From an optimization exercise on the open Yosys and OpenROAD flow, aimed at a short achievable clock period and few clock cycles per item; shortcuts taken in it are not production practice.
Only simulation tests tie the RTL to the original design; equivalence was not proved.
No activity file was given, so power comes from the tool's default toggle rates.

==> flow/design.v <==
package rv_pkg;
  localparam logic [6:0] OP_REG    = 7'b0110011;
  localparam logic [6:0] OP_IMM    = 7'b0010011;
  localparam logic [6:0] OP_LOAD   = 7'b0000011;
  localparam logic [6:0] OP_STORE  = 7'b0100011;
  localparam logic [6:0] OP_BRANCH = 7'b1100011;
  localparam logic [6:0] OP_JAL    = 7'b1101111;
  typedef struct packed {
    logic [6:0] funct7;
    logic [4:0] rs2;
    logic [4:0] rs1;
    logic [2:0] funct3;
    logic [4:0] rd;
    logic [6:0] opcode;
  } rv_r_fmt_t;
  typedef struct packed {
    logic [11:0] imm12;
    logic [4:0]  rs1;
    logic [2:0]  funct3;
    logic [4:0]  rd;
    logic [6:0]  opcode;
  } rv_i_fmt_t;
  typedef struct packed {
    logic [6:0] imm_hi;
    logic [4:0] rs2;
    logic [4:0] rs1;
    logic [2:0] funct3;
    logic [4:0] imm_lo;
    logic [6:0] opcode;
  } rv_s_fmt_t;
  typedef struct packed {
    logic       imm12;
    logic [5:0] imm10_5;
    logic [4:0] rs2;
    logic [4:0] rs1;
    logic [2:0] funct3;
    logic [3:0] imm4_1;
    logic       imm11;
    logic [6:0] opcode;
  } rv_b_fmt_t;
  typedef union packed {
    rv_r_fmt_t r_fmt;
    rv_i_fmt_t i_fmt;
    rv_s_fmt_t s_fmt;
    rv_b_fmt_t b_fmt;
  } rv_inst_u;
  typedef enum logic [2:0] {
    ALU_ADD, ALU_SUB, ALU_AND, ALU_OR, ALU_XOR, ALU_SLT
  } rv_alu_op_e;
  typedef enum logic [1:0] {RES_ALU, RES_MEM, RES_PC4} rv_result_src_e;
  typedef enum logic [1:0] {IMM_I, IMM_S, IMM_B, IMM_J} rv_imm_sel_e;
  typedef enum logic [1:0] {FWD_REG, FWD_MEM, FWD_WB} rv_fwd_sel_e;
endpackage
module rv_regfile (
  input  logic        clk,
  input  logic        reset,
  input  logic [4:0]  rs1,
  input  logic [4:0]  rs2,
  input  logic [4:0]  rd,
  input  logic        we,
  input  logic [31:0] wd,
  output logic [31:0] rd1,
  output logic [31:0] rd2
);
  logic [31:0] regs [32];
  always_ff @(posedge clk) begin
    if (reset) begin
      for (int i = 0; i < 32; i++)
        regs[i] <= '0;
    end else if (we && rd != 5'd0) begin
      regs[rd] <= wd;
    end
  end
  assign rd1 = (rs1 == 5'd0) ? '0 : regs[rs1];
  assign rd2 = (rs2 == 5'd0) ? '0 : regs[rs2];
endmodule
module rv_add32 (
  input  logic [31:0] a,
  input  logic [31:0] b,
  input  logic        cin,
  output logic [31:0] s
);
  logic [31:0] p, g;
  logic [31:0] gl [6];
  logic [31:0] pl [6];
  assign p = a | b;
  assign g = a & b;
  always_comb begin
    gl[0] = g;
    pl[0] = p;
    gl[0][0] = g[0] | (p[0] & cin);
    for (int l = 0; l < 5; l++) begin
      for (int i = 0; i < 32; i++) begin
        if (i >= (1 << l)) begin
          gl[l+1][i] = gl[l][i] | (pl[l][i] & gl[l][i - (1 << l)]);
          pl[l+1][i] = pl[l][i] & pl[l][i - (1 << l)];
        end else begin
          gl[l+1][i] = gl[l][i];
          pl[l+1][i] = pl[l][i];
        end
      end
    end
  end
  assign s = a ^ (b ^ {gl[5][30:0], cin});
endmodule
import rv_pkg::*;
module rv_top (
  input  logic        clk,
  input  logic        reset,
  output logic [31:0] imem_addr,
  input  logic [31:0] imem_data,
  output logic [31:0] dmem_addr,
  output logic [31:0] write_data,
  input  logic [31:0] read_data,
  output logic        mem_req,
  output logic        mem_write
);
  localparam int BTB_IB = 5;               
  localparam int BTB_N  = 1 << BTB_IB;
  localparam int BTB_TB = 6;               
  localparam int BTB_AB = 13;              
  logic [31:0] pc;
  logic              btb_v   [BTB_N];
  logic [BTB_TB-1:0] btb_tag [BTB_N];
  logic [BTB_AB-1:1] btb_tgt [BTB_N];
  logic [1:0]        btb_ctr [BTB_N];
  logic              btb_p   [BTB_N];      
  logic              btb_lp  [BTB_N];      
  logic [3:0]        btb_trip[BTB_N];
  logic [3:0]        btb_cnt [BTB_N];
  logic [BTB_N-1:0]  f_oh;                  
  logic [BTB_TB-1:0] f_tag;
  logic              f_hit, f_pred_taken;
  logic [31:0]       f_pred_tgt, f_pc4;
  logic [BTB_AB-1:1] f_tgt_lo;
  assign imem_addr    = pc;
  assign f_tag        = pc[BTB_IB+BTB_TB+1:BTB_IB+2];
  logic [BTB_N-1:0] f_match, f_take;
  always_comb
    for (int i = 0; i < BTB_N; i++) begin
      f_match[i] = btb_v[i] && btb_tag[i] == f_tag;
      f_take[i]  = f_match[i] && btb_p[i];
    end
  assign f_hit        = |(f_oh & f_match);
  assign f_pred_taken = |(f_oh & f_take);
  always_comb begin
    f_tgt_lo = '0;
    for (int i = 0; i < BTB_N; i++)
      f_tgt_lo = f_tgt_lo | ({(BTB_AB-1){f_oh[i]}} & btb_tgt[i]);
  end
  assign f_pred_tgt   = {pc[31:BTB_AB], f_tgt_lo, 1'b0};
  assign f_pc4        = pc + 32'd4;
  logic        d_valid;
  logic [31:0] d_ir, d_pc, d_pred_tgt;
  logic        d_hit, d_pred_taken;
  logic [6:0]  d_opc;
  logic [2:0]  d_f3;
  logic [4:0]  d_rd, d_rs1, d_rs2;
  logic        d_is_r, d_is_addi, d_is_lw, d_is_sw, d_is_br, d_is_jal;
  logic        d_use1, d_use2, d_wr;
  logic [31:0] d_imm_i, d_imm_s, d_imm_b, d_imm_j;
  logic [31:0] d_tgt, d_pc4;
  logic [31:0] rf_rd1, rf_rd2, d_v1, d_v2, d_a, d_b;
  logic        d_fa, d_fb, d_fs;
  logic        load_use, d_redirect;
  logic        e_valid;
  logic [31:0] e_a, e_b, e_sd, e_pc, e_pc4, e_tgt, e_pred_tgt;
  logic        e_sub, e_and, e_or, e_xor, e_slt, e_add, e_logic;
  logic        e_wr, e_is_lw, e_is_sw, e_is_br, e_bne, e_is_jal;
  logic [4:0]  e_rd;
  logic        e_hit, e_pred_taken;
  logic        e_bwd, e_t4;
  logic [31:0] x_a, x_b, x_bi, x_sum, x_res;
  logic        x_slt, x_eq, x_taken, x_tgt_ok, e_mispredict;
  logic [31:0] m_res, m_wd;
  logic        m_wr, m_is_lw;
  logic [4:0]  m_rd;
  logic [31:0] pc_norm_t, pc_norm_n, pc_norm, e_red_eq, e_red_ne;
  logic        mis_t, mis_n, mis_eq, mis_ne, t_eq, t_ne;
  assign pc_norm_t = load_use ? pc : d_redirect ? d_tgt : f_pred_tgt;
  assign pc_norm_n = load_use ? pc : d_redirect ? d_tgt : f_pc4;
  assign pc_norm   = f_pred_taken ? pc_norm_t : pc_norm_n;
  assign mis_t = e_valid && !(e_pred_taken ? x_tgt_ok : (e_t4 && e_is_br));
  assign mis_n = e_valid && e_pred_taken;
  assign t_eq = e_is_jal || (e_is_br && !e_bne);
  assign t_ne = e_is_jal || (e_is_br && e_bne);
  assign mis_eq = t_eq ? mis_t : mis_n;
  assign mis_ne = t_ne ? mis_t : mis_n;
  assign e_red_eq = t_eq ? e_tgt : e_pc4;
  assign e_red_ne = t_ne ? e_tgt : e_pc4;
  logic [31:0] pc_if_eq, pc_if_ne;
  assign pc_if_eq = reset ? 32'h0000_0000 : mis_eq ? e_red_eq : pc_norm;
  assign pc_if_ne = reset ? 32'h0000_0000 : mis_ne ? e_red_ne : pc_norm;
  always_ff @(posedge clk)
    pc <= x_eq ? pc_if_eq : pc_if_ne;
  function automatic logic [BTB_N-1:0] oh(input logic [BTB_IB-1:0] i);
    oh = {{(BTB_N-1){1'b0}}, 1'b1} << i;
  endfunction
  logic [BTB_N-1:0] oh_norm_t, oh_norm_n, oh_norm, oh_if_eq, oh_if_ne, oh_inc;
  assign oh_inc    = {f_oh[BTB_N-2:0], f_oh[BTB_N-1]};
  assign oh_norm_t = load_use ? f_oh : d_redirect ? oh(d_tgt[BTB_IB+1:2]) :
                     oh(f_pred_tgt[BTB_IB+1:2]);
  assign oh_norm_n = load_use ? f_oh : d_redirect ? oh(d_tgt[BTB_IB+1:2]) : oh_inc;
  assign oh_norm   = f_pred_taken ? oh_norm_t : oh_norm_n;
  assign oh_if_eq  = reset ? oh(BTB_IB'(0)) :
                     mis_eq ? oh(e_red_eq[BTB_IB+1:2]) : oh_norm;
  assign oh_if_ne  = reset ? oh(BTB_IB'(0)) :
                     mis_ne ? oh(e_red_ne[BTB_IB+1:2]) : oh_norm;
  always_ff @(posedge clk)
    f_oh <= x_eq ? oh_if_eq : oh_if_ne;
  always_ff @(posedge clk) begin
    if (reset || e_mispredict || (d_redirect && !load_use))
      d_valid <= 1'b0;
    else if (!load_use)
      d_valid <= 1'b1;
  end
  always_ff @(posedge clk) begin
    if (!load_use) begin
      d_ir         <= imem_data;
      d_pc         <= pc;
      d_hit        <= f_hit;
      d_pred_taken <= f_pred_taken;
      d_pred_tgt   <= f_pred_tgt;
    end
  end
  assign d_opc = d_ir[6:0];
  assign d_f3  = d_ir[14:12];
  assign d_rd  = d_ir[11:7];
  assign d_rs1 = d_ir[19:15];
  assign d_rs2 = d_ir[24:20];
  assign d_is_r    = d_opc == OP_REG && (d_f3 == 3'b000 || d_f3 == 3'b010 ||
                     d_f3 == 3'b100 || d_f3 == 3'b110 || d_f3 == 3'b111);
  assign d_is_addi = d_opc == OP_IMM && d_f3 == 3'b000;
  assign d_is_lw   = d_opc == OP_LOAD && d_f3 == 3'b010;
  assign d_is_sw   = d_opc == OP_STORE && d_f3 == 3'b010;
  assign d_is_br   = d_opc == OP_BRANCH && d_f3[2:1] == 2'b00;
  assign d_is_jal  = d_opc == OP_JAL;
  assign d_use1 = d_is_r || d_is_addi || d_is_lw || d_is_sw || d_is_br;
  assign d_use2 = d_is_r || d_is_sw || d_is_br;
  assign d_wr   = (d_is_r || d_is_addi || d_is_lw || d_is_jal) && d_rd != 5'd0;
  assign d_imm_i = {{20{d_ir[31]}}, d_ir[31:20]};
  assign d_imm_s = {{20{d_ir[31]}}, d_ir[31:25], d_ir[11:7]};
  assign d_imm_b = {{20{d_ir[31]}}, d_ir[7], d_ir[30:25], d_ir[11:8], 1'b0};
  assign d_imm_j = {{12{d_ir[31]}}, d_ir[19:12], d_ir[20], d_ir[30:21], 1'b0};
  logic [31:0] d_tgt_b, d_tgt_j;
  rv_add32 u_tgt_b (.a(d_pc), .b(d_imm_b), .cin(1'b0), .s(d_tgt_b));
  rv_add32 u_tgt_j (.a(d_pc), .b(d_imm_j), .cin(1'b0), .s(d_tgt_j));
  assign d_tgt = d_ir[2] ? d_tgt_j : d_tgt_b;
  assign d_pc4 = d_pc + 32'd4;
  logic rf_clear;
  always_ff @(posedge clk)
    rf_clear <= reset;
  rv_regfile u_regfile (
    .clk(clk), .reset(rf_clear),
    .rs1(d_rs1), .rs2(d_rs2),
    .rd(m_rd), .we(m_wr), .wd(m_wd),
    .rd1(rf_rd1), .rd2(rf_rd2)
  );
  assign d_v1 = (m_wr && m_rd == d_rs1) ? m_wd : rf_rd1;
  assign d_v2 = (m_wr && m_rd == d_rs2) ? m_wd : rf_rd2;
  assign d_a = d_is_jal ? d_pc : d_v1;
  always_comb begin
    if (d_is_r || d_is_br)
      d_b = d_v2;
    else if (d_is_jal)
      d_b = 32'd4;
    else if (d_is_sw)
      d_b = d_imm_s;
    else
      d_b = d_imm_i;
  end
  assign d_fa = e_valid && e_wr && !e_is_lw && e_rd == d_rs1 && d_use1;
  assign d_fb = e_valid && e_wr && !e_is_lw && e_rd == d_rs2 && (d_is_r || d_is_br);
  assign d_fs = e_valid && e_wr && !e_is_lw && e_rd == d_rs2 && d_is_sw;
  assign load_use = d_valid && e_valid && e_is_lw && e_wr &&
                    ((d_use1 && e_rd == d_rs1) || (d_use2 && e_rd == d_rs2));
  assign d_redirect = d_valid && !d_pred_taken &&
                      (d_is_jal || (d_is_br && d_ir[31] && !d_hit));
  always_ff @(posedge clk) begin
    if (reset || e_mispredict || load_use || !d_valid)
      e_valid <= 1'b0;
    else
      e_valid <= 1'b1;
  end
  always_ff @(posedge clk) begin
    e_a          <= d_fa ? x_res : d_a;
    e_b          <= d_fb ? x_res : d_b;
    e_sd         <= d_fs ? x_res : d_v2;
    e_sub        <= d_is_r && d_f3 == 3'b000 && d_ir[30];
    e_and        <= d_is_r && d_f3 == 3'b111;
    e_or         <= d_is_r && d_f3 == 3'b110;
    e_xor        <= d_is_r && d_f3 == 3'b100;
    e_slt        <= d_is_r && d_f3 == 3'b010;
    e_add        <= !(d_is_r && d_f3 != 3'b000) && !(d_is_r && d_ir[30]);
    e_logic      <= d_is_r && d_f3[2];
    e_wr         <= d_wr;
    e_rd         <= d_rd;
    e_is_lw      <= d_is_lw;
    e_is_sw      <= d_is_sw;
    e_is_br      <= d_is_br;
    e_bne        <= d_f3[0];
    e_is_jal     <= d_is_jal;
    e_pc         <= d_pc;
    e_pc4        <= d_pc4;
    e_tgt        <= d_tgt;
    e_hit        <= d_hit;
    e_bwd        <= d_ir[31];
    e_t4         <= d_ir[31:25] == 7'd0 && d_ir[11:7] == 5'b00100;
    e_pred_taken <= d_pred_taken || d_redirect;
    e_pred_tgt   <= d_redirect ? d_tgt : d_pred_tgt;
  end
  assign x_a  = e_a;
  assign x_b  = e_b;
  logic [31:0] x_diff;
  assign x_bi = ~x_b;
  rv_add32 u_add (.a(x_a), .b(x_b),  .cin(1'b0), .s(x_sum));
  rv_add32 u_sub (.a(x_a), .b(x_bi), .cin(1'b1), .s(x_diff));
  assign x_slt = (x_a[31] ^ x_b[31]) ? x_a[31] : x_diff[31];
  logic [31:0] x_logic;
  always_comb begin
    if (e_and)
      x_logic = x_a & x_b;
    else if (e_or)
      x_logic = x_a | x_b;
    else
      x_logic = x_a ^ x_b;
  end
  assign x_res = ({32{e_add}} & x_sum) | ({32{e_sub}} & x_diff) |
                 ({32{e_logic}} & x_logic) | {31'd0, e_slt & x_slt};
  assign x_eq  = e_a == e_b;
  assign x_taken  = x_eq ? t_eq : t_ne;
  assign x_tgt_ok = e_pred_tgt == e_tgt;
  assign e_mispredict = x_eq ? mis_eq : mis_ne;
  logic              u_we, u_taken, u_hit, u_lp, u_bwd;
  logic [BTB_IB-1:0] u_idx;
  logic [BTB_TB-1:0] u_tag;
  logic [1:0]        u_ctr;
  logic [3:0]        u_trip, u_cnt;
  logic [BTB_AB-1:1] u_tgt;
  always_ff @(posedge clk) begin
    if (reset)
      u_we <= 1'b0;
    else
      u_we <= e_valid && (e_is_br || e_is_jal) &&
              (e_hit || x_taken || e_pred_taken);
  end
  always_ff @(posedge clk) begin
    u_taken <= x_taken;
    u_bwd   <= e_is_br && e_bwd;
    u_idx   <= e_pc[BTB_IB+1:2];
    u_tag   <= e_pc[BTB_IB+BTB_TB+1:BTB_IB+2];
    u_tgt   <= e_tgt[BTB_AB-1:1];
  end
  logic              w_we, w_taken, w_bwd;
  logic [BTB_IB-1:0] w_idx;
  logic [BTB_TB-1:0] w_tag;
  logic [BTB_AB-1:1] w_tgt;
  always_ff @(posedge clk) begin
    if (reset)
      w_we <= 1'b0;
    else
      w_we <= u_we;
  end
  always_ff @(posedge clk) begin
    w_taken <= u_taken;
    w_bwd   <= u_bwd;
    w_idx   <= u_idx;
    w_tag   <= u_tag;
    w_tgt   <= u_tgt;
    u_hit   <= btb_v[u_idx] && btb_tag[u_idx] == u_tag;
    u_lp    <= btb_lp[u_idx];
    u_ctr   <= btb_ctr[u_idx];
    u_trip  <= btb_trip[u_idx];
    u_cnt   <= btb_cnt[u_idx];
  end
  logic [1:0] u_ctr_new;
  logic       u_lp_new, u_p_new;
  logic [3:0] u_trip_new, u_cnt_new;
  always_comb begin
    if (!u_hit)
      u_ctr_new = w_taken ? 2'b11 : 2'b00;
    else if (w_taken)
      u_ctr_new = (u_ctr == 2'b11) ? 2'b11 : u_ctr + 2'b01;
    else
      u_ctr_new = (u_ctr == 2'b00) ? 2'b00 : u_ctr - 2'b01;
    u_lp_new   = u_hit && u_lp;
    u_trip_new = u_trip;
    u_cnt_new  = 4'd0;
    if (!u_hit && w_bwd && w_taken)
      u_cnt_new = 4'd1;
    if (u_hit && w_bwd) begin
      if (w_taken) begin
        u_cnt_new = u_cnt + 4'd1;
        if (u_cnt == 4'd15)
          u_lp_new = 1'b0;
      end else begin
        u_trip_new = u_cnt + 4'd1;
        u_lp_new   = u_cnt != 4'd15;
      end
    end
    if (u_lp_new)
      u_p_new = u_cnt_new + 4'd1 != u_trip_new;
    else
      u_p_new = u_ctr_new[1];
  end
  always_ff @(posedge clk) begin
    if (reset) begin
      for (int i = 0; i < BTB_N; i++)
        btb_v[i] <= 1'b0;
    end else if (w_we) begin
      btb_v[w_idx] <= 1'b1;
    end
  end
  always_ff @(posedge clk) begin
    if (w_we) begin
      btb_tag[w_idx]  <= w_tag;
      btb_ctr[w_idx]  <= u_ctr_new;
      btb_p[w_idx]    <= u_p_new;
      btb_lp[w_idx]   <= u_lp_new;
      btb_trip[w_idx] <= u_trip_new;
      btb_cnt[w_idx]  <= u_cnt_new;
      if (w_taken || !u_hit)
        btb_tgt[w_idx] <= w_tgt;
    end
  end
  always_ff @(posedge clk) begin
    if (reset) begin
      m_wr      <= 1'b0;
      m_is_lw   <= 1'b0;
      mem_req   <= 1'b0;
    end else begin
      m_wr      <= e_valid && e_wr;
      m_is_lw   <= e_valid && e_is_lw;
      mem_req   <= e_valid && (e_is_lw || e_is_sw);
    end
  end
  always_ff @(posedge clk) begin
    m_res     <= x_res;
    m_rd      <= e_rd;
    mem_write <= e_is_sw;
    if (e_is_sw)
      write_data <= e_sd;
  end
  assign dmem_addr = m_res;
  assign m_wd = m_is_lw ? read_data : m_res;
endmodule
==> flow/run.sh <==
#!/bin/bash
# synth_recipe.tcl (not shown) runs the flow's synth.tcl, then flattens the netlist and writes it again
# the make line also repeats each setting of config.mk as NAME=value (left out here)
make -C /OpenROAD-flow-scripts/flow DESIGN_CONFIG=/design/flow/config.mk WORK_HOME=/design/flow/orfs CLKGATE_MAP_FILE= SYNTH_SCRIPT=/design/flow/synth_recipe.tcl finish
==> flow/config.mk <==
export PLATFORM = sky130hd
export DESIGN_NAME = rv_top
export DESIGN_NICKNAME = rv_top
export VERILOG_FILES = /design/flow/design.v
export SDC_FILE = /design/flow/constraint.sdc
export NUM_CORES = 4
export LEC_CHECK = 0
export ABC_CLOCK_PERIOD_IN_PS = 2500
export CAP_MARGIN = 20
export CORE_MARGIN = 2
export CORE_UTILIZATION = 40
export SETUP_SLACK_MARGIN = 5
export SLEW_MARGIN = 20
==> flow/constraint.sdc <==
create_clock -name core_clock -period 8.5 [get_ports {clk}]
set_input_delay 1.7000 -clock core_clock [delete_from_list [all_inputs] [get_ports {clk}]]
set_output_delay 1.7000 -clock core_clock [all_outputs]
set_load 0.01 [all_outputs]
==> notes.md, run 1 <==
* Mapped Area at 119,000 um^2
* RSZ-0062 raised after global routing: true
* # hold bufs at CTS at 0
* Post-route clock period utilization at 42.6%
* Vias per inst at 6.34
* Sequential share of the synthesized area at 60.1%
* Vert. Die Dim at 550 um
* Unique cell type count in the Yosys netlist at 97
* GP Congestion at 0.939
* Relative slew slack at 20.6%
* Fin nets at 9,014
* Post-Syn Area per Cell at 13.9 um^2
* IO Port Bufs at 163
* Worst-path maximum fanout at 33
* Clock-pin slew on the worst setup and hold paths at 0.07 ns
* Fraction of layout cells with a size suffix above 1 at 25.1%
* Hold path depth at 0
* Max_cap viols at 0
* Core area at 297,000 um^2
* Yosys synthesis warning count at 5
* Setup TNS at 0 ns
* Initial antenna violation count at 28
* Crit path buf inv count at 2
* Outcome: complete, no violations
* DRT Pass-1 Iters at 6
* Final hold vios at 0
* Post-Synthesis Cells at 8,558
* Final slew viol count at 0
* Slowest stage delay, CP at 0.85 ns
* Kind of critical path: reg2reg
* HP Class: reg2reg
* Worst path required time at 8.92 ns
* Power, Total at 30,800 uW
* # H-tree levels at 5
* FF/Latch Area at 71,900 um^2
* CP max stage cell: nor3_1
* CTS Buf Count at 281
* Post-synth EDFFs at 2,094
* Reg2reg path depth at 6
* DR WL/cell at 34.0 um
* Final antenna-violating net count at 0
* GR Overflow Total at 0
* Register bit total from synthesis at 2,531
* CP top delay family: simple AND/OR/NAND/NOR gates
* Ports at 164
* Final setup viols at 0
* CTS root buf: clkbuf_16
* Total vias in the final route at 82,396
* Syn-to-layout area delta at 17.1%
* Multi-input logic area at 46,900 um^2
* Die area at 303,000 um^2
* First-pass GRT wire length at 612 mm
* Number of fill cells in the layout at 25,735
* Synth Flop Type: edfxtp_1
* Worst-Skew Late Latency at 0.93 ns
* Clock Path Buffers at 4
* Residual DRC at 0
* Minimum clock period at 3.62 ns
* Worst EP arrival at 4.04 ns
* Vias in the first global route at 80,067
* Max Freq at 276 MHz
* Most frequent cell on the critical path: buf_4
* Clk sinks at 2,531
* Worst path depth at 6
* Initial DRC count at 12,258
* Placement Rows at 200
* Async S/R FF share, synth at 0%
* Least-Margin Pin Slew at 1.18 ns
* Chip width at 550 um
* CP Launch Type: register
* Initial Util at 40.2%
* Critical path, cell by cell: nor3_1, nor4b_4, buf_4, nand2_2, buf_4, nand2b_4
* VDD IR-drop max at 0.153 mV
* Power Dens Cells at 220 nW/um^2
* Largest net degree at the start of global routing at 104
* TritonCTS clock tree: yes
* WL final at 442 mm
* Clk_skew at 0.0503 ns
* Total global-route track usage at 28.5%
* Element type at the critical path end: register
* Detailed placement HPWL at 270 mm
* Pleak at 0.0493 uW
## synthesized netlist by cell type (12+ instances only)
| cell | n | area, um^2 |
|---|---|---|
| a221oi_1 | 34 | 298 |
| mux2_2 | 18 | 203 |
| nor2_1 | 1354 | 5080 |
| or4_1 | 24 | 180 |
| nor4_1 | 62 | 388 |
| o22ai_1 | 45 | 282 |
| nand2_1 | 407 | 1530 |
| inv_1 | 203 | 762 |
| nand4_1 | 96 | 601 |
| nand3_1 | 163 | 816 |
| clkbuf_1 | 507 | 1900 |
| buf_2 | 24 | 120 |
| o21ai_0 | 230 | 1150 |
| a222oi_1 | 12 | 120 |
| a21oi_1 | 255 | 1280 |
| xor2_1 | 228 | 2000 |
| o211ai_1 | 40 | 300 |
| and2_1 | 20 | 125 |
| buf_1 | 109 | 409 |
| xnor2_1 | 206 | 1800 |
| nor3_1 | 86 | 430 |
| buf_4 | 41 | 308 |
| ha_1 | 129 | 1610 |
| o2111ai_1 | 15 | 131 |
| a21o_1 | 17 | 128 |
| or3_1 | 25 | 156 |
| a22o_1 | 20 | 175 |
| and3_1 | 30 | 188 |
| a22oi_1 | 179 | 1340 |
| o221ai_1 | 53 | 464 |
| dfxtp_1 | 437 | 8750 |
| mux2i_1 | 152 | 1520 |
| nor2b_1 | 18 | 113 |
| edfxtp_1 | 2094 | 62900 |
| o21bai_1 | 22 | 165 |
| nand2b_1 | 74 | 463 |
| o21a_1 | 25 | 188 |
| a31oi_1 | 39 | 244 |
| mux4_2 | 820 | 18500 |
| or3b_2 | 12 | 105 |
| a211oi_1 | 18 | 135 |
| o22a_1 | 32 | 280 |
## kinds of logic after synthesis
kind of cell / Yosys count / share of synthesized area (%)
DFF: 2531 / 60.1
adders and majority gates: 144 / 1.50
other: 1 / 0.00314
and+or+nand+nor: 2423 / 8.89
xor gates and xnor gates: 435 / 3.21
buffers and inverters: 891 / 2.99
muxes: 990 / 16.9
AOI/OAI and AO/OA: 1143 / 6.41
## flip-flops by register name (all words and copies together), names as in the netlist, 64 cells and up, named ones only
register        flops
btb_tgt           384
btb_cnt           128
btb_tag           192
u_regfile.regs   1024
btb_ctr            64
btb_trip          128
## worst paths after layout
check | from | end | slack [ns]
worst max-delay path | m_rd[2] | u_regfile.regs[20][7] | 4.88
worst min-delay path | u_tgt[5] | w_tgt[5] | 0.32
worst max register to register | m_rd[2] | u_regfile.regs[20][7] | 4.88
worst min register to register | u_tgt[5] | w_tgt[5] | 0.32
## stage by stage
step,worst slack (ns),util (%),area [um^2],std cells,hold slack (ns)
3_3_place_gp,3.41,42.6,126000,12266,0.312
5_1_grt,4.81,47.0,140000,12986,0.325
2_1_floorplan,5.05,-,119000,8589,0.310
4_1_cts,4.89,46.5,138000,12896,0.325
6_report,4.88,47.1,140000,12997,0.316
3_5_place_dp,3.36,42.7,127000,12272,0.312
## repair_timing
action,CTS,global route
pin swaps,41,76
setup buffers,102,69
hold endpoints to repair,0,0
resized for setup,471,208
setup endpoints to repair,745,428
gates cloned,16,8
## cell usage in the layout (no fill, tap or decap), drive strengths merged, types with 164 or more instances in the layout
cell    instances
a21oi         259
a22oi         179
buf           456
clkbuf        358
dfxtp         437
edfxtp       2094
inv           221
mux4          820
nand2         407
nand3         164
nor2         1356
o21ai         240
xnor2         207
xor2          228
## power by group
group	leakage, uW	internal, uW	switching (uW)	total [uW]
clock	0.00438	6840	5280	12100
combinational	0.0203	1530	2820	4350
sequential	0.0246	13800	475	14300
total	0.0493	22200	8570	30800
## routing by layer
| metal | vias to the layer above | part of all wire, % | track usage, % |
|---|---|---|---|
| met2 | 5594 | 46 | 44.9 |
| met1 | 42493 | 37 | 37.8 |
| met4 | 10 | 5.5 | 13.3 |
| li1 | 33251 | - | - |
| met5 | - | 0.015 | 0 |
| met3 | 1048 | 11 | 5.93 |
## area by class of cell
class / instances / area share, %
clock buffer: 352 / 5.37
inverter: 205 / 0.559
timing repair buffer: 626 / 4.38
tap: 3939 / 3.53
antenna: 18 / 0.0323
sequential: 2531 / 51.5
multi-input combinational: 5172 / 33.6
clock inverter: 154 / 1.05
Testbench counts, summed over its fixed seeds: cycles 65,448, instrs 60,986.
==> run 2, diff against run 1 <==
--- a/flow/config.mk
+++ b/flow/config.mk
@@ -10,3 +10,3 @@
 export CORE_MARGIN = 2
-export CORE_UTILIZATION = 40
+export CORE_UTILIZATION = 50
 export SETUP_SLACK_MARGIN = 5
==> notes.md, run 2 <==
* TritonCTS clock tree: yes
* GR Overflow Total at 0 (unchanged)
* CP Launch Type: register
* RR Endpoint: e_a[31]
* IO Port Bufs at 163 (unchanged)
* # H-tree levels at 5 (unchanged)
* CP max stage cell: mux4_2
* Max_cap viols at 0 (unchanged)
* Total vias in the final route at 82,220 (-0.21%)
* Clock-pin slew on the worst setup and hold paths at 0.06 ns (about the same)
* Register bit total from synthesis at 2,531 (unchanged)
* Critical path, cell by cell: buf_8, mux4_2, mux4_2, mux2i_2, o221ai_1, o21ai_0, nand2_1, o21a_1
* Xor/xnor share of the synthesized area at 3.21% (unchanged)
* Share of power burned in the clock network at 38.8% (-0.6 points)
* Commonest non-fill, non-tap cells in the layout: edfxtp_1 (2,094), nor2_1 (1,303), mux4_2 (820), nand2_1 (367), buf_4 (355)
* Adder-cell area share of the yosys netlist at 1.50% (unchanged)
* Post-synth EDFFs at 2,094 (unchanged)
* DRT Pass-1 Iters at 9 (+3)
* Final hold vios at 0 (unchanged)
* Clock Path Buffers at 4 (unchanged)
* Relative slew slack at 20.5% (-0.17 points)
* Area leader, netlist: edfxtp_1
* Power Dens Cells at 219 nW/um^2 (-0.65%)
* Least-Margin Pin Slew at 1.19 ns (+0.0111 ns)
* Post-Synthesis Cells at 8,558 (unchanged)
* Fraction of layout cells with a size suffix above 1 at 24.4% (-0.66 points)
* Die area at 242,000 um^2 (-20%)
* Post-route clock period utilization at 41.8% (-0.76 points)
* WL final at 425 mm (-3.8%)
* GP Congestion at 0.956 (+1.7%)
* Top-count cell post-synth: edfxtp_1
* Outcome: complete, no violations
* CP top delay family: multiplexers
* Synth Flop Type: edfxtp_1
* Post-Syn Area per Cell at 13.9 um^2 (unchanged)
* Worst setup margin at 4.95 ns (+0.0647 ns)
* Syn-to-layout area delta at 15.8%
* Sw Ratio at 27.1% (-0.75 points)
* Final setup viols at 0 (unchanged)
* Pleak at 0.0492 uW (-0.14%)
* Slowest stage delay, CP at 0.63 ns (-0.22 ns)
* Largest net degree at the start of global routing at 90 (-13%)
* Net switching power at 8200 uW (-4.4%)
* Sequential share of the synthesized area at 60.1% (unchanged)
* Seq pwr share at 47.1% (+0.6 points)
* Most frequent cell on the critical path: mux4_2
* Post-Synth Simple-Gate Area at 8.89% (unchanged)
* Clk_skew at 0.0692 ns (+0.0189 ns)
* Mux share of post-synthesis cell area at 16.9% (unchanged)
* Final slew viol count at 0 (unchanged)
* Hold path depth at 0 (unchanged)
* Ports at 164 (unchanged)
* Vias in the first global route at 79,676 (-0.49%)
* Pint at 22,000 uW (-0.70%)
* Worst-Skew Late Latency at 0.97 ns (+0.04 ns)
* Ranking of synthesized cells by area: edfxtp_1 (53%), mux4_2 (15%), dfxtp_1 (7.3%)
* Initial Util at 50.2% (+10 points)
* Chip width at 492 um (-10%)
* Element type at the critical path end: register
* Vias per inst at 6.74 (+6.3%)
* Yosys synthesis warning count at 5 (unchanged)
* Worst path required time at 9.31 ns (+0.39 ns)
* Total global-route track usage at 34.4% (+5.9 points)
* Hold path start: e_pc[9]
* Fin nets at 9,017 (+0.033%)
* WHS Endpoint: u_tag[2]
* Main combinational cell family by area after synthesis: multiplexers
* Post-synthesis compound-gate area fraction at 6.41% (unchanged)
* Async S/R FF share, synth at 0% (unchanged)
* Crit path buf inv count at 1 (-1)
* CTS root buf: clkbuf_16
* Unique cell type count in the Yosys netlist at 97 (unchanged)
* Combinational power share at 14.1% (about the same)
* Final antenna-violating net count at 0 (unchanged)
* Flop2flop setup slack at 4.95 ns (+0.06 ns)
* CTS Buf Count at 288 (+2.5%)
* Worst EP arrival at 4.36 ns (+0.32 ns)
* Max Freq at 281 MHz (+1.8%)
* First-pass GRT wire length at 594 mm (-2.9%)
* Residual DRC at 0 (unchanged)
* Mapped Area at 119,000 um^2 (unchanged)
* Clk sinks at 2,531 (unchanged)
* Kind of critical path: reg2reg
* Proportion of netlist area held by the largest area contributor at 52.7% (unchanged)
* Placement Rows at 179 (-11%)
* Reg with most FFs: u_regfile.regs
* Detailed placement HPWL at 252 mm (-6.5%)
* VDD IR-drop max at 0.244 mV (+59%)
* DR WL/cell at 34.8 um (+2.5%)
* Synth top cells by count: edfxtp_1 (2,094), nor2_1 (1,354), mux4_2 (820)
* Initial DRC count at 12,716 (+3.7%)
* # hold bufs at CTS at 0 (unchanged)
* Most common cell after layout, fill and taps aside: edfxtp_1
* Worst-path maximum fanout at 43 (+30%)
* Vert. Die Dim at 492 um (-10%)
* Core area at 238,000 um^2 (-20%)
* Initial antenna violation count at 18 (-36%)
* Reg2reg path depth at 8 (+2)
* HP Class: reg2reg
* Util after Layout at 58.1% (+11 points)
* Minimum clock period at 3.55 ns (-0.0647 ns)
* Place WS at 3.22 ns (-0.136 ns)
* Power, Total at 30,200 uW (-1.7%)
* Largest register FFs at 1,024 (unchanged)
* Setup TNS at 0 ns (unchanged)
* Biggest regs: u_regfile.regs (1024), btb_tgt (384), btb_tag (192)
* RSZ-0062 raised after global routing: true
[run 2: kinds of logic (layout without fill, tap and decap cells)]
group | count (synthesis) | count (layout)
muxes | 990 | 990
xor gates and xnor gates | 435 | 435
buffers and inverters | 891 | 1323
other | 1 | 37
adders and majority gates | 144 | 144
and+or+nand+nor | 2423 | 2426
AOI/OAI and AO/OA | 1143 | 1147
DFF | 2531 | 2531
[run 2: area by class of cell]
type,instances,area (um^2)
clock inverters,129,902
diodes,5,12.5
clock buffers,369,7780
flip-flops and latches,2531,71800
repair buffers,620,6180
multi-input cells,5174,46700
inverters,205,776
well taps,3167,3960
fillers,18460,99500
[run 2: metrics by stage]
step / instance area, um^2 / hold slack, ns / std cells
floorplan: 119000 / 0.310 / 8589
global placement: 126000 / 0.313 / 11503
detailed placement: 126000 / 0.312 / 11509
CTS: 137000 / 0.319 / 12131
global route: 138000 / 0.328 / 12197
finish: 138000 / 0.320 / 12200
[run 2: how the worst max path moves through the flow]
stage	slack (ns)	to	from	depth (start not counted)
floorplan	5.05	btb_p[0]	u_hit	8
global placement	3.34	pc[28]	e_a[23]	12
detailed placement	3.22	pc[28]	e_a[23]	12
CTS	4.87	pc[28]	d_pc[6]	11
global route	4.93	pc[16]	d_pc[5]	12
finish	4.95	e_a[31]	register	8
[run 2: metal layers]
layer | routed length [um] | global-route usage [%] | vias to the layer above
met5 | 42 | 0 | -
met2 | 188000 | 50.9 | 5750
li1 | - | - | 33202
met3 | 57300 | 9.79 | 958
met4 | 16700 | 11.6 | 8
met1 | 163000 | 49.2 | 42302
[run 2: what timing repair did]
action                     4_1_cts  5_1_grt
cloned                          22        9
gates resized for setup        377      207
setup endpoints to repair      675      450
setup buffers                  102       53
pin swaps                       34       62
[run 2: power by group through the flow]
| stage | Combinational (uW) | Sequential [uW] | Clock [uW] |
|---|---|---|---|
| CTS | 4030 | 14200 | 11800 |
| global route | 4420 | 14300 | 12300 |
| global placement | 3820 | 14500 | 0 |
| detailed placement | 3860 | 14500 | 0 |
| floorplan | 2300 | 14300 | 0 |
| finish | 4260 | 14200 | 11700 |
==> run 3, diff against run 2 <==
--- a/flow/design.v
+++ b/flow/design.v
@@ -277,3 +277,4 @@
   assign d_redirect = d_valid && !d_pred_taken &&
-                      (d_is_jal || (d_is_br && d_ir[31] && !d_hit));
+                      (d_is_jal || (d_is_br && !d_hit &&
+                       (d_ir[31] || (!d_ir[12] && d_rs1 == d_rs2))));
   always_ff @(posedge clk) begin
==> notes.md, run 3 <==
* TritonCTS clock tree: yes
* Core area at 237,000 um^2 (-0.19%)
* Area leader, netlist: edfxtp_1
* Vert. Die Dim at 492 um (-0.14%)
* Commonest non-fill, non-tap cells in the layout: edfxtp_1 (2,094), nor2_1 (1,350), mux4_2 (820), buf_4 (422), nand2_1 (357)
* Final setup viols at 0 (unchanged)
* Fin nets at 9,080 (+0.70%)
* Element type at the critical path end: register
* CTS Buf Count at 287 (-0.35%)
* Post-route clock period utilization at 42.2% (+0.39 points)
* Minimum clock period at 3.59 ns (+0.0335 ns)
* Util after Layout at 58.7% (+0.57 points)
* Mapped Area at 119,000 um^2 (-0.29%)
* Kind of critical path: reg2reg
* Initial antenna violation count at 22 (+4)
* Least-Margin Pin Slew at 1.16 ns (-0.0278 ns)
* Min Hold Slack at 0.314 ns (-0.00617 ns)
* Worst-path maximum fanout at 44 (+2.3%)
* Outcome: complete, no violations
* Async S/R FF share, synth at 0% (unchanged)
* Ranking of synthesized cells by area: edfxtp_1 (53%), mux4_2 (16%), dfxtp_1 (7.4%)
* HP Class: reg2reg
* Final hold vios at 0 (unchanged)
* Clk_skew at 0.0686 ns (-0.000595 ns)
* Register bit total from synthesis at 2,531 (unchanged)
* Final antenna-violating net count at 0 (unchanged)
* GR Overflow Total at 0 (unchanged)
* VDD IR-drop max at 0.241 mV (-1.6%)
* Largest net degree at the start of global routing at 73 (-19%)
* Initial DRC count at 12,864 (+1.2%)
* Final slew viol count at 0 (unchanged)
* Largest register FFs at 1,024 (unchanged)
* Vias in the first global route at 79,532 (-0.18%)
* Syn-to-layout area delta at 17.1%
* Synth Flop Type: edfxtp_1
* GP Congestion at 0.943 (-1.3%)
* # H-tree levels at 5 (unchanged)
* Pleak at 0.0491 uW (-0.27%)
* Post-synth EDFFs at 2,094 (unchanged)
* Total vias in the final route at 82,509 (+0.35%)
* Unique cell type count in the Yosys netlist at 86 (-11%)
* First-pass GRT wire length at 609 mm (+2.6%)
* Power Dens Cells at 224 nW/um^2 (+2.1%)
* # hold bufs at CTS at 0 (unchanged)
* Detailed placement HPWL at 270 mm (+6.8%)
* Worst path required time at 9.32 ns (about the same)
* Post-Synthesis Cells at 8,553 (-0.058%)
* Sequential share of the synthesized area at 60.2% (+0.18 points)
* Setup TNS at 0 ns (unchanged)
* WL final at 442 mm (+4.1%)
* Max_cap viols at 0 (unchanged)
* Post-Syn Area per Cell at 13.9 um^2 (-0.23%)
* Proportion of netlist area held by the largest area contributor at 52.9% (+0.15 points)
* Yosys synthesis warning count at 5 (unchanged)
* Placement Rows at 179 (unchanged)
* Clock Path Buffers at 4 (unchanged)
* Clk sinks at 2,531 (unchanged)
* Most common cell after layout, fill and taps aside: edfxtp_1
* CP Launch Type: register
* Vias per inst at 6.73 (-0.16%)
* DRT Pass-1 Iters at 9 (unchanged)
* Fin area at 139,000 um^2 (+0.80%)
* Biggest regs: u_regfile.regs (1024), btb_tgt (384), btb_tag (192)
* Ports at 164 (unchanged)
* DP Area at 126,000 um^2 (about the same)
* Worst-Skew Late Latency at 0.97 ns (about the same)
* Synth top cells by count: edfxtp_1 (2,094), nor2_1 (1,407), mux4_2 (820)
* Worst EP arrival at 4.41 ns (+0.05 ns)
* CTS root buf: clkbuf_16
* IO Port Bufs at 163 (unchanged)
* Relative slew slack at 22.6% (+2.1 points)
* Max Freq at 279 MHz (-0.93%)
* RSZ-0062 raised after global routing: true
* DR WL/cell at 36.1 um (+3.5%)
* Clock-pin slew on the worst setup and hold paths at 0.07 ns (about the same)
* Top-count cell post-synth: edfxtp_1
* Initial Util at 50.1% (-0.051 points)
* Die area at 242,000 um^2 (-0.29%)
* Chip width at 492 um (-0.14%)
* Residual DRC at 0 (unchanged)
* Total global-route track usage at 35.9% (+1.5 points)
* Fraction of layout cells with a size suffix above 1 at 25.9% (+1.5 points)
* Reg with most FFs: u_regfile.regs
## run 3: final timing paths
path	from	endpoint	slack, ns	cells after the start
worst min register to register	u_bwd	w_bwd	0.31	0
worst min-delay path	u_bwd	w_bwd	0.31	0
worst max-delay path	register	e_b[20]	4.91	7
worst max register to register	register	e_b[20]	4.91	7
## run 3: metal layers
layer / vias up / part of all wire (%) / track usage (%)
li1: 33224 / - / -
met3: 1110 / 13 / 9.93
met2: 5907 / 44 / 53.3
met1: 42262 / 37 / 48.6
met4: 6 / 6.1 / 18.3
met5: - / 0.010 / 0
## run 3: cells by family after synthesis
kind of cell / share of synthesized area (%)
flip-flops: 60.2
multiplexers: 16.9
buffers and inverters: 2.94
XOR/XNOR: 3.34
adder cells (fa/ha/maj): 1.46
other: 0.00315
AND/OR/NAND/NOR: 8.97
AO/OA/AOI/OAI: 6.13
## run 3: worst max-delay path, cell delays in order (launching register included)
cell     delay [ns]
dfxtp_4        0.71
buf_8          0.43
mux4_2         0.38
mux4_2         0.63
mux2i_2        0.39
o22ai_1        0.31
a21oi_1        0.46
a21oi_1        0.08
## run 3: cell type report
class	count	area, um^2
Fill cell	18456	97900
Sequential cell	2531	71800
Multi-Input combinational cell	5166	47000
Clock buffer	376	7800
Timing Repair Buffer	692	6710
Tap cell	3167	3960
Clock inverter	120	1140
Inverter	205	779
Antenna cell	6	15.0
## run 3: through the flow
step / power [uW] / setup slack (ns) / instances
detailed placement: 18800 / 3.58 / 11528
floorplan: 16700 / 5.01 / 8584
global route: 31800 / 4.84 / 12259
CTS: 30900 / 4.88 / 12190
finish: 31100 / 4.91 / 12263
global placement: 18700 / 3.49 / 11522
## run 3: repair_timing
action | 4_1_cts | 5_1_grt
gates resized for setup | 534 | 207
endpoints found under the setup margin | 359 | 133
pin swaps | 69 | 75
setup buffers | 149 | 64
gates cloned | 17 | 3
## run 3: power breakdown
group	total (uW)	internal [uW]	leakage, uW	switching (uW)
combinational	4760	1650	0.0205	3120
clock	12100	7030	0.00437	5060
sequential	14300	13800	0.0242	446
Testbench counts of run 3, summed over its fixed seeds: cycles 65,292, instrs 60,986.
==> run 4, diff against run 3 <==
--- a/flow/config.mk
+++ b/flow/config.mk
@@ -10,3 +10,3 @@
 export CORE_MARGIN = 2
-export CORE_UTILIZATION = 50
+export CORE_UTILIZATION = 62
 export SETUP_SLACK_MARGIN = 5
==> notes.md, run 4 <==
* Outcome: complete, no violations
* Max_cap viols at 0 (unchanged)
* CP top delay family: compound AO/OA/AOI/OAI gates
* GP Congestion at 0.978 (+3.7%)
* Residual DRC at 0 (unchanged)
* Pint at 22,200 uW (-1.4%)
* Minimum clock period at 3.61 ns (+0.0197 ns)
* Least-Margin Pin Slew at 1.26 ns (+0.0940 ns)
* DR WL/cell at 37.6 um (+4.2%)
* M3 GR Usage at 16.3% (+6.4 points)
* Largest net degree at the start of global routing at 65 (-11%)
* Clock-pin slew on the worst setup and hold paths at 0.06 ns (about the same)
* Fin nets at 9,042 (-0.42%)
* WL final at 434 mm (-1.8%)
* Commonest non-fill, non-tap cells in the layout: edfxtp_1 (2,094), nor2_1 (1,358), mux4_2 (820), buf_4 (402), nand2_1 (357)
* Flop2flop setup slack at 4.89 ns (-0.02 ns)
* Post-synth EDFFs at 2,094 (unchanged)
* Largest register FFs at 1,024 (unchanged)
* Crit path buf inv count at 2 (+1)
* Post-Syn Area per Cell at 13.9 um^2 (unchanged)
* Detailed placement HPWL at 257 mm (-4.8%)
* CP Launch Type: register
* Power Dens Cells at 223 nW/um^2 (-0.12%)
* Ports at 164 (unchanged)
* Synth Flop Type: edfxtp_1
* First-pass GRT wire length at 602 mm (-1.2%)
* Max Freq at 277 MHz (-0.55%)
* Clk sinks at 2,531 (unchanged)
* Top-count cell post-synth: edfxtp_1
* Initial Util at 62.5% (+12 points)
* Most common cell after layout, fill and taps aside: edfxtp_1
* Net switching power at 8430 uW (-2.2%)
* Area leader, netlist: edfxtp_1
* CTS Buf Count at 283 (-1.4%)
* Die area at 195,000 um^2 (-19%)
* Sw Ratio at 27.5% (-0.16 points)
* Element type at the critical path end: register
* HP Class: reg2reg
* Vert. Die Dim at 442 um (-10%)
* Sequential share of the synthesized area at 60.2% (unchanged)
* FF/Latch Area at 71,900 um^2 (about the same)
* Register bit total from synthesis at 2,531 (unchanged)
* Worst-path maximum fanout at 9 (-80%)
* Initial DRC count at 14,837 (+15%)
* Worst path required time at 9.35 ns (+0.03 ns)
* CTS root buf: clkbuf_16
* Share of power burned in the clock network at 38.4% (-0.4 points)
* Initial antenna violation count at 16 (-27%)
* Min Hold Slack at 0.319 ns (+0.00576 ns)
* Multi-input logic area at 46,300 um^2 (-1.5%)
* Mapped Area at 119,000 um^2 (unchanged)
* Final antenna-violating net count at 0 (unchanged)
* Number of fill cells in the layout at 12,405 (-33%)
* GRT met1 Usage at 60.8% (+12 points)
* Chip width at 442 um (-10%)
* CP max stage cell: edfxtp_1
* Seq pwr share at 46.9% (+1.0 points)
* Vias per inst at 7.29 (+8.3%)
* Async S/R FF share, synth at 0% (unchanged)
* IO Port Bufs at 163 (unchanged)
* Final setup viols at 0 (unchanged)
* Final slew viol count at 0 (unchanged)
* Pleak at 0.0486 uW (-0.90%)
* Clk_skew at 0.0542 ns (-0.0144 ns)
* Clock Path Buffers at 4 (unchanged)
* Proportion of netlist area held by the largest area contributor at 52.9% (unchanged)
* Unique cell type count in the Yosys netlist at 86 (unchanged)
* Post-route clock period utilization at 42.4% (+0.23 points)
* Total global-route track usage at 44.0% (+8.1 points)
* RSZ-0062 raised after global routing: true
* Slowest stage delay, CP at 0.50 ns (-0.21 ns)
* VDD IR-drop max at 0.221 mV (-8.2%)
* Fraction of layout cells with a size suffix above 1 at 24.6% (-1.4 points)
* Yosys synthesis warning count at 5 (unchanged)
* Ranking of synthesized cells by area: edfxtp_1 (53%), mux4_2 (16%), dfxtp_1 (7.4%)
* DRT Pass-1 Iters at 7 (-2)
* Syn-to-layout area delta at 15.3%
* Total vias in the final route at 84,253 (+2.1%)
* Kind of critical path: reg2reg
* Combinational power share at 14.7% (-0.6 points)
* Final hold vios at 0 (unchanged)
* # H-tree levels at 5 (unchanged)
* Placement Rows at 160 (-11%)
* Worst-Skew Late Latency at 0.96 ns (about the same)
* Synth top cells by count: edfxtp_1 (2,094), nor2_1 (1,407), mux4_2 (820)
* GR Overflow Total at 0 (unchanged)
* Setup TNS at 0 ns (unchanged)
* # hold bufs at CTS at 0 (unchanged)
* Reg with most FFs: u_regfile.regs
* Met2 usage at 61.4% (+8.0 points)
* Most used routing layer in global routing: met2
* Vias in the first global route at 80,504 (+1.2%)
* Biggest regs: u_regfile.regs (1024), btb_tgt (384), btb_tag (192)
* Critical path, cell by cell: buf_4, a21oi_1, a222oi_1, and3_1, a221o_1, o21a_4, maj3_2, o221a_4, o31ai_4, buf_6, mux2i_4, or4_1, nand3_1
* Relative slew slack at 16.3% (-6.3 points)
* TritonCTS clock tree: yes
* Worst EP arrival at 4.46 ns (+0.05 ns)
* Core area at 190,000 um^2 (-20%)
* Post-Synthesis Cells at 8,553 (unchanged)
run 4: changes by cell type in the layout (fill, tap and decap cells not counted), sizes merged, moves of 2 or more:
cell           delta
o21ai             +2
bufbuf            +6
bufinv            -5
clkinv           -15
dlygate4sd2       -5
inv               -6
clkinvlp          +6
clkdlybuf4s15    +11
buf              -47
clkbuf            +4
run 4: power groups by stage:
stage	sequential (uW)	combinational, uW	clock, uW
final	14400	4500	11800
after global routing	14400	4590	12200
after CTS	14300	4200	11700
after detailed placement	14600	4010	0
after global placement	14600	3980	0
after floorplan	14300	2370	0
run 4: cell families after synthesis:
family	Yosys count	synth area share (%)
other	1	0.00315
and+or+nand+nor	2464	8.97
DFF	2531	60.2
adders and majority gates	139	1.46
AOI/OAI and AO/OA	1090	6.13
muxes	983	16.9
buffers and inverters	891	2.94
xor gates and xnor gates	454	3.34
run 4: per-stage QoR:
stage | instances | total power (uW) | utilization [%] | worst slack (ns) | instance area, um^2
4_1_cts | 11497 | 30300 | 71.4 | 4.91 | 136000
3_3_place_gp | 10868 | 18600 | 65.4 | 3.69 | 124000
3_5_place_dp | 10871 | 18600 | 65.4 | 3.81 | 125000
2_1_floorplan | 8584 | 16700 | - | 5.01 | 119000
5_1_grt | 11553 | 31200 | 72.0 | 4.80 | 137000
6_report | 11558 | 30600 | 72.0 | 4.89 | 137000
run 4: worst paths after layout:
kind                                 from        end  cells after the start
worst min register to register  u_tgt[10]  w_tgt[10]                      0
worst min-delay path            u_tgt[10]  w_tgt[10]                      0
worst max register to register    d_pc[7]     pc[31]                     13
worst max-delay path              d_pc[7]     pc[31]                     13
run 4: cell type report:
class | count | area share (%)
Multi-Input combinational cell | 5166 | 33.7
Sequential cell | 2531 | 52.4
Timing Repair Buffer | 658 | 4.72
Inverter | 205 | 0.565
Tap cell | 2511 | 2.29
Clock buffer | 381 | 5.67
Clock inverter | 100 | 0.623
Antenna cell | 6 | 0.0109
run 4: metal layers:
metal | share of wire (%) | wire length (um)
met5 | 0.016 | 69
met1 | 35 | 151000
met2 | 42 | 182000
met4 | 6.5 | 28400
met3 | 17 | 73000
run 4: worst reg2reg max path, delay by kind of cell, from the launching register on:
family | cells | cell delay [ns]
AOI/OAI and AO/OA | 6 | 1.48
adders and majority gates | 1 | 0.33
DFF | 1 | 0.50
and+or+nand+nor | 3 | 0.73
buffers and inverters | 2 | 0.41
muxes | 1 | 0.11
run 4: what timing repair did:
action / 4_1_cts / 5_1_grt
gates cloned: 22 / 4
resized for setup: 441 / 171
pin swaps: 52 / 53
setup buffers: 123 / 51
setup endpoints to repair: 423 / 217
endpoints found under the hold margin: 0 / 0
==> run 5, diff against run 4 <==
--- a/flow/config.mk
+++ b/flow/config.mk
@@ -10,3 +10,3 @@
 export CORE_MARGIN = 2
-export CORE_UTILIZATION = 62
+export CORE_UTILIZATION = 45
 export SETUP_SLACK_MARGIN = 5
==> notes.md, run 5 <==
* Outcome: complete, no violations
* CTS Buf Count at 285 (+0.71%)
* Fin nets at 9,068 (+0.29%)
* Worst path required time at 9.19 ns (-0.16 ns)
* Synth Flop Type: edfxtp_1
* Final slew viol count at 0 (unchanged)
* Kind of critical path: reg2reg
* DRT Pass-1 Iters at 8 (+1)
* DP Area at 126,000 um^2 (+1.0%)
* Slowest stage delay, CP at 0.79 ns (+0.29 ns)
* Worst setup margin at 4.92 ns (+0.0225 ns)
* Crit path from: d_ir[22]
* Sequential share of the synthesized area at 60.2% (unchanged)
* CTS root buf: clkbuf_16
* Vias in the first global route at 79,978 (-0.65%)
* VDD IR-drop max at 0.248 mV (+12%)
* Hold path start: e_pc[2]
* Clk sinks at 2,531 (unchanged)
* Clock Path Buffers at 4 (unchanged)
* RR Endpoint: e_sd[6]
* CP Launch Type: register
* Most frequent cell on the critical path: buf_4
* Placement Rows at 188 (+18%)
* CP top delay family: compound AO/OA/AOI/OAI gates
* Worst-path maximum fanout at 32 (+23)
* Worst-Skew Late Latency at 0.90 ns (-0.06 ns)
* Post-route clock period utilization at 42.2% (-0.27 points)
* Synth top cells by count: edfxtp_1 (2,094), nor2_1 (1,407), mux4_2 (820)
* First-pass GRT wire length at 610 mm (+1.3%)
* Place WS at 3.72 ns (-0.0853 ns)
* Clock-pin slew on the worst setup and hold paths at 0.06 ns (about the same)
* Biggest regs: u_regfile.regs (1024), btb_tgt (384), btb_tag (192)
* Post-synth EDFFs at 2,094 (unchanged)
* Async S/R FF share, synth at 0% (unchanged)
* Worst EP arrival at 4.28 ns (-0.18 ns)
* Flop2flop setup slack at 4.92 ns (+0.02 ns)
* CP max stage cell: o22ai_1
* Final antenna-violating net count at 0 (unchanged)
* Proportion of netlist area held by the largest area contributor at 52.9% (unchanged)
* Initial antenna violation count at 40 (+24)
* TritonCTS clock tree: yes
* Reg with most FFs: u_regfile.regs
* Minimum clock period at 3.58 ns (-0.0225 ns)
* Chip width at 518 um (+17%)
* Min Hold Slack at 0.325 ns (+0.00564 ns)
* Hold path depth at 0 (unchanged)
* Element type at the critical path end: register
* Commonest non-fill, non-tap cells in the layout: edfxtp_1 (2,094), nor2_1 (1,353), mux4_2 (820), buf_4 (412), dfxtp_1 (364)
* Max_cap viols at 0 (unchanged)
* Largest net degree at the start of global routing at 87 (+34%)
* Relative slew slack at 21.6% (+5.3 points)
* Ports at 164 (unchanged)
* Die area at 268,000 um^2 (+37%)
* GP Congestion at 0.952 (-2.6%)
* Max Freq at 279 MHz (+0.63%)
* Initial Util at 45.3% (-17 points)
* WL final at 441 mm (+1.5%)
* IO Port Bufs at 163 (unchanged)
* Top-count cell post-synth: edfxtp_1
* Reg2reg path depth at 9 (-4)
* Post-Synthesis Cells at 8,553 (unchanged)
* Crit path buf inv count at 3 (+1)
* Pleak at 0.0491 uW (+0.94%)
* RSZ-0062 raised after global routing: true
* Critical path, cell by cell: buf_4, buf_4, xor2_1, nor4_1, nand3_2, buf_4, o22ai_1, nor2_1, a21oi_1
* Total vias in the final route at 82,399 (-2.2%)
* HP Class: reg2reg
* Fraction of layout cells with a size suffix above 1 at 25.2% (+0.59 points)
* Worst reg2reg startpoint: d_ir[22]
* Setup TNS at 0 ns (unchanged)
* DR WL/cell at 34.9 um (-7.1%)
* Final hold vios at 0 (unchanged)
* WHS Endpoint: u_idx[0]
* Core area at 263,000 um^2 (+38%)
* Residual DRC at 0 (unchanged)
* Total global-route track usage at 32.0% (-12 points)
* Initial DRC count at 13,337 (-10%)
* Least-Margin Pin Slew at 1.17 ns (-0.0834 ns)
* Fin area at 140,000 um^2 (+1.7%)
* Post-Syn Area per Cell at 13.9 um^2 (unchanged)
* Clk_skew at 0.0700 ns (+0.0157 ns)
* Area leader, netlist: edfxtp_1
* Vert. Die Dim at 518 um (+17%)
* Syn-to-layout area delta at 17.4%
* Yosys synthesis warning count at 5 (unchanged)
* Most common cell after layout, fill and taps aside: edfxtp_1
* Unique cell type count in the Yosys netlist at 86 (unchanged)
* GR Overflow Total at 0 (unchanged)
* # H-tree levels at 5 (unchanged)
* Ranking of synthesized cells by area: edfxtp_1 (53%), mux4_2 (16%), dfxtp_1 (7.4%)
* Detailed placement HPWL at 267 mm (+4.0%)
* Register bit total from synthesis at 2,531 (unchanged)
* Power Dens Cells at 223 nW/um^2 (about the same)
* Mapped Area at 119,000 um^2 (unchanged)
* Vias per inst at 6.53 (-10%)
* Largest register FFs at 1,024 (unchanged)
* Final setup viols at 0 (unchanged)
## run 5: cell counts after synthesis
No cell type changed its count.
## run 5: worst max path at each step
stage | endpoint | slack (ns) | depth (start not counted)
global route | pc[26] | 4.84 | 13
floorplan | e_a[30] | 5.01 | 13
finish | e_sd[6] | 4.92 | 9
global placement | f_oh[1] | 3.75 | 13
detailed placement | f_oh[2] | 3.72 | 13
CTS | e_pred_tgt[31] | 4.92 | 13
## run 5: metrics by stage
step                instances  util [%]  total power (uW)
finish                  12624      53.2             31200
global route            12617      53.2             31900
CTS                     12522      52.5             31000
detailed placement      11872      47.9             18700
global placement        11870      47.9             18600
floorplan                8584         -             16700
## run 5: final cells by class
type,count,area [um^2]
clock buffers,361,7870
fillers,21695,123000
inverters,205,777
multi-input cells,5163,46600
diodes,18,45.0
well taps,3515,4400
clock inverters,146,1320
repair buffers,685,6770
flip-flops and latches,2531,71800
## run 5: per-layer routing
metal  vias up  share of wire, %  global-route usage (%)
li1      33195                 -                       -
met1     42445                38                    45.4
met2      5845                43                    46.0
met3       904                14                    9.38
met4        10               4.9                    13.5
met5         -             0.012                       0
## run 5: logic make-up after synthesis
logic type               synth area share (%)
multiplexers                             16.9
other                                 0.00315
AO/OA/AOI/OAI                            6.13
adder cells (fa/ha/maj)                  1.46
buffers and inverters                    2.94
AND/OR/NAND/NOR                          8.97
flip-flops                               60.2
XOR/XNOR                                 3.34
## run 5: where the power goes
| group | switching, uW | internal [uW] | leakage, uW |
|---|---|---|---|
| combinational | 3000 | 1540 | 0.0204 |
| clock | 5210 | 7130 | 0.00448 |
| sequential | 470 | 13800 | 0.0242 |
## run 5: what timing repair did
| action | CTS | global route |
|---|---|---|
| pin swaps | 56 | 72 |
| buffers inserted | 126 | 78 |
| endpoints found under the hold margin | 0 | 0 |
| hold buffers | 0 | 0 |
| gates cloned | 17 | 3 |
| endpoints found under the setup margin | 538 | 212 |
| resized for setup | 385 | 184 |
==> run 6, diff against run 5 <==
--- a/flow/design.v
+++ b/flow/design.v
@@ -160,3 +160,3 @@
   logic        d_use1, d_use2, d_wr;
-  logic [31:0] d_imm_i, d_imm_s, d_imm_b, d_imm_j;
+  logic [31:0] d_imm_i, d_imm_s, d_off;
   logic [31:0] d_tgt, d_pc4;
@@ -223,2 +223,7 @@
       d_pred_tgt   <= f_pred_tgt;
+      d_off        <= imem_data[2] ?
+                      {{12{imem_data[31]}}, imem_data[19:12], imem_data[20],
+                       imem_data[30:21], 1'b0} :
+                      {{20{imem_data[31]}}, imem_data[7], imem_data[30:25],
+                       imem_data[11:8], 1'b0};
     end
@@ -242,8 +247,3 @@
   assign d_imm_s = {{20{d_ir[31]}}, d_ir[31:25], d_ir[11:7]};
-  assign d_imm_b = {{20{d_ir[31]}}, d_ir[7], d_ir[30:25], d_ir[11:8], 1'b0};
-  assign d_imm_j = {{12{d_ir[31]}}, d_ir[19:12], d_ir[20], d_ir[30:21], 1'b0};
-  logic [31:0] d_tgt_b, d_tgt_j;
-  rv_add32 u_tgt_b (.a(d_pc), .b(d_imm_b), .cin(1'b0), .s(d_tgt_b));
-  rv_add32 u_tgt_j (.a(d_pc), .b(d_imm_j), .cin(1'b0), .s(d_tgt_j));
-  assign d_tgt = d_ir[2] ? d_tgt_j : d_tgt_b;
+  rv_add32 u_dtgt (.a(d_pc), .b(d_off), .cin(1'b0), .s(d_tgt));
   assign d_pc4 = d_pc + 32'd4;
--- a/flow/config.mk
+++ b/flow/config.mk
@@ -10,3 +10,3 @@
 export CORE_MARGIN = 2
-export CORE_UTILIZATION = 45
+export CORE_UTILIZATION = 50
 export SETUP_SLACK_MARGIN = 5
==> notes.md, run 6 <==
* Initial antenna violation count at 14 (-65%)
* Clock Path Buffers at 4 (unchanged)
* Setup TNS at 0 ns (unchanged)
* Final antenna-violating net count at 0 (unchanged)
* Initial DRC count at 12,303 (-7.8%)
* Largest register FFs at 1,024 (unchanged)
* Ranking of synthesized cells by area: edfxtp_1 (53%), mux4_2 (16%), dfxtp_1 (7.3%)
* DR WL/cell at 34.5 um (-1.2%)
* Worst EP arrival at 4.40 ns (+0.12 ns)
* Core area at 237,000 um^2 (-9.6%)
* Vias per inst at 6.69 (+2.5%)
* Flop2flop setup slack at 4.91 ns (about the same)
* Minimum clock period at 3.59 ns (+0.00449 ns)
* Pint at 22,600 uW (+0.28%)
* Fraction of layout cells with a size suffix above 1 at 24.1% (-1.0 points)
* Area leader, netlist: edfxtp_1
* Proportion of netlist area held by the largest area contributor at 53.1% (+0.25 points)
* Total vias in the final route at 80,378 (-2.5%)
* Worst-Skew Late Latency at 0.97 ns (+0.07 ns)
* Multi-input logic area at 46,400 um^2 (-0.48%)
* Placed Cells at 11,340 (-4.5%)
* Commonest non-fill, non-tap cells in the layout: edfxtp_1 (2,107), nor2_1 (1,299), mux4_2 (820), nand2_1 (379), dfxtp_1 (367)
* Synth Flop Type: edfxtp_1
* Vert. Die Dim at 492 um (-5.0%)
* Max Freq at 279 MHz (-0.13%)
* Post-synth EDFFs at 2,107 (+0.62%)
* Least-Margin Pin Slew at 1.17 ns (-0.00526 ns)
* Clock-pin slew on the worst setup and hold paths at 0.06 ns (about the same)
* Sequential share of the synthesized area at 60.5% (+0.24 points)
* Initial Util at 50.2% (+4.9 points)
* Pleak at 0.0482 uW (-1.9%)
* Async S/R FF share, synth at 0% (unchanged)
* Share of power burned in the clock network at 39.5% (about the same)
* Die area at 242,000 um^2 (-9.8%)
* Biggest regs: u_regfile.regs (1024), btb_tgt (384), btb_tag (192)
* Synth top cells by count: edfxtp_1 (2,107), nor2_1 (1,344), mux4_2 (820)
* Kind of critical path: reg2reg
* RSZ-0062 raised after global routing: true
* Clk_skew at 0.0928 ns (+0.0228 ns)
* Relative slew slack at 22.0% (+0.35 points)
* Hold path depth at 0 (unchanged)
* IO Port Bufs at 163 (unchanged)
* Post-Synthesis Cells at 8,401 (-1.8%)
* # hold bufs at CTS at 0 (unchanged)
* Chip width at 492 um (-5.0%)
* TritonCTS clock tree: yes
* Residual DRC at 0 (unchanged)
* GP Congestion at 0.939 (-1.4%)
* Mapped Area at 119,000 um^2 (+0.14%)
* Largest net degree at the start of global routing at 73 (-16%)
* Top-count cell post-synth: edfxtp_1
* # H-tree levels at 5 (unchanged)
* Seq pwr share at 46.3% (+0.4 points)
* Register bit total from synthesis at 2,544 (+0.51%)
* Most common cell after layout, fill and taps aside: edfxtp_1
* FF/Latch Area at 72,200 um^2 (+0.57%)
* Power Dens Cells at 224 nW/um^2 (+0.22%)
* Number of fill cells in the layout at 18,485 (-15%)
* Post-Syn Area per Cell at 14.2 um^2 (+2.0%)
* Detailed placement HPWL at 245 mm (-8.1%)
* GR Overflow Total at 0 (unchanged)
* Outcome: complete, no violations
* Net switching power at 8370 uW (-3.6%)
* Placement Rows at 179 (-4.8%)
* Sw Ratio at 27.0% (-0.79 points)
* Total global-route track usage at 33.6% (+1.5 points)
* Fin cells at 12,014 (-4.8%)
* CP Launch Type: register
* Final slew viol count at 0 (unchanged)
* DRT Pass-1 Iters at 8 (unchanged)
* Element type at the critical path end: register
* Post-route clock period utilization at 42.2% (+0.053 points)
* Yosys synthesis warning count at 5 (unchanged)
* CTS root buf: clkbuf_16
* Final hold vios at 0 (unchanged)
* Vias in the first global route at 77,804 (-2.7%)
* HP Class: reg2reg
* Reg2reg path depth at 13 (+4)
* Syn-to-layout area delta at 16.0%
* CTS Buf Count at 290 (+1.8%)
* Max_cap viols at 0 (unchanged)
* First-pass GRT wire length at 579 mm (-5.0%)
* Combinational power share at 14.2% (-0.4 points)
* Clk sinks at 2,544 (+0.51%)
* Final setup viols at 0 (unchanged)
* Worst path required time at 9.32 ns (+0.13 ns)
* VDD IR-drop max at 0.242 mV (-2.3%)
* Fin nets at 8,838 (-2.5%)
* Worst-path maximum fanout at 4 (-88%)
* WL final at 414 mm (-6.0%)
* Reg with most FFs: u_regfile.regs
* Unique cell type count in the Yosys netlist at 99 (+15%)
* Ports at 164 (unchanged)
[run 6: cell count changes in the layout (fill, tap and decap cells not counted), moves of 15 or more]
cell and change:
a21oi_1 -62, buf_4 -89, a32oi_1 +15, a211oi_1 +22
nand3_1 -38, mux2i_2 +18, inv_1 -17, o21ai_0 -32
clkdlybuf4s50_1 -30, dlygate4sd2_1 +47, xnor2_1 +50, nand2_1 +20
xor2_1 -49, nor2_1 -54
[run 6: logic make-up (layout without fill, tap and decap cells)]
logic type	count (synthesis)	count (layout)	share of synthesized area, %
AOI/OAI and AO/OA	1032	1037	6.04
xor gates and xnor gates	440	440	3.24
adders and majority gates	139	139	1.47
buffers and inverters	861	1265	2.95
DFF	2544	2544	60.5
muxes	1028	1028	17.3
other	1	37	0.00315
and+or+nand+nor	2356	2357	8.54
[run 6: cell type report]
class                      instances  area share (%)
inverter                         189           0.519
sequential                      2544            52.3
tap                             3167            2.87
timing repair buffer             581            4.22
clock buffer                     368            5.65
clock inverter                   127           0.897
antenna                            5         0.00906
multi-input combinational       5033            33.6
[run 6: path summary, 6_finish.rpt]
| kind | from | endpoint |
|---|---|---|
| max | d_pc[1] | pc[29] |
| min | u_tgt[7] | w_tgt[7] |
| max reg2reg | d_pc[1] | pc[29] |
| min reg2reg | u_tgt[7] | w_tgt[7] |
[run 6: worst max-delay path, cell delays in order (launching register included)]
cell	delay [ns]
edfxtp_1	0.49
ha_2	0.24
fa_2	0.36
maj3_2	0.33
o211ai_1	0.21
a31oi_2	0.17
a211o_4	0.39
a21oi_4	0.21
nand4b_1	0.20
buf_4	0.23
o22ai_4	0.18
xor2_2	0.13
a2111oi_2	0.26
nor4_1	0.08
[run 6: routing by layer]
| metal | share of wire (%) | global-route usage, % | vias up |
|---|---|---|---|
| li1 | - | - | 32610 |
| met1 | 38 | 47.1 | 41412 |
| met3 | 13 | 10.1 | 896 |
| met5 | 0.027 | 0 | - |
| met2 | 45 | 50.0 | 5450 |
| met4 | 3.8 | 11.8 | 10 |
[run 6: what timing repair did]
action                                  CTS  global route
pin swaps                                37            49
cloned                                   17             7
endpoints found under the hold margin     0             0
endpoints found under the setup margin  693           218
buffers inserted                         71            73
gates resized for setup                 330           184
[run 6: power by group through the flow]
stage               registers (uW)  logic (uW)  clock network [uW]
floorplan                    14400        2350                   0
global placement             14600        3910                   0
detailed placement           14600        3940                   0
CTS                          14300        4120               12300
global route                 14400        4550               12800
finish                       14300        4390               12200
[run 6: metrics by stage]
stage | power, uW | instance area [um^2] | setup slack, ns | hold slack (ns) | util [%]
floorplan | 16700 | 119000 | 5.06 | 0.310 | -
detailed placement | 18600 | 125000 | 3.69 | 0.312 | 52.7
finish | 30900 | 138000 | 4.91 | 0.326 | 58.2
CTS | 30800 | 136000 | 4.92 | 0.326 | 57.4
global route | 31700 | 138000 | 4.74 | 0.334 | 58.2
global placement | 18500 | 125000 | 3.69 | 0.317 | 52.7
Testbench counts of run 6, summed over its fixed seeds: cycles 65,292, instrs 60,986.

-- port drivers added, routing unchanged --
In the flow no input, the clock included, has a driving cell. The finished layouts below were timed again as built, in two steps.
Step 1, drivers: a clkbuf_16 drives clk and a buf_2 each remaining input, both assumed.
Step 2 times the ports against the registers' clock, not the clock port: input delays grow and output delays shrink by t, the midpoint of the rising clock arrivals with the driver on.
Three values: ideal, step 1, step 2; two values: the first two.
run	t, ns	slack for setup (ns)
run 1	1.004	4.882 / 4.882 / 4.435
run 2	1.026	4.946 / 4.946 / 4.535
run 3	1.035	4.913 / 4.913 / 4.376
run 4	1.027	4.893 / 4.893 / 4.339
run 5	0.951	4.916 / 4.876 / 4.311
run 6	1.016	4.911 / 4.911 / 4.396
After both steps every run listed still meets setup and hold.
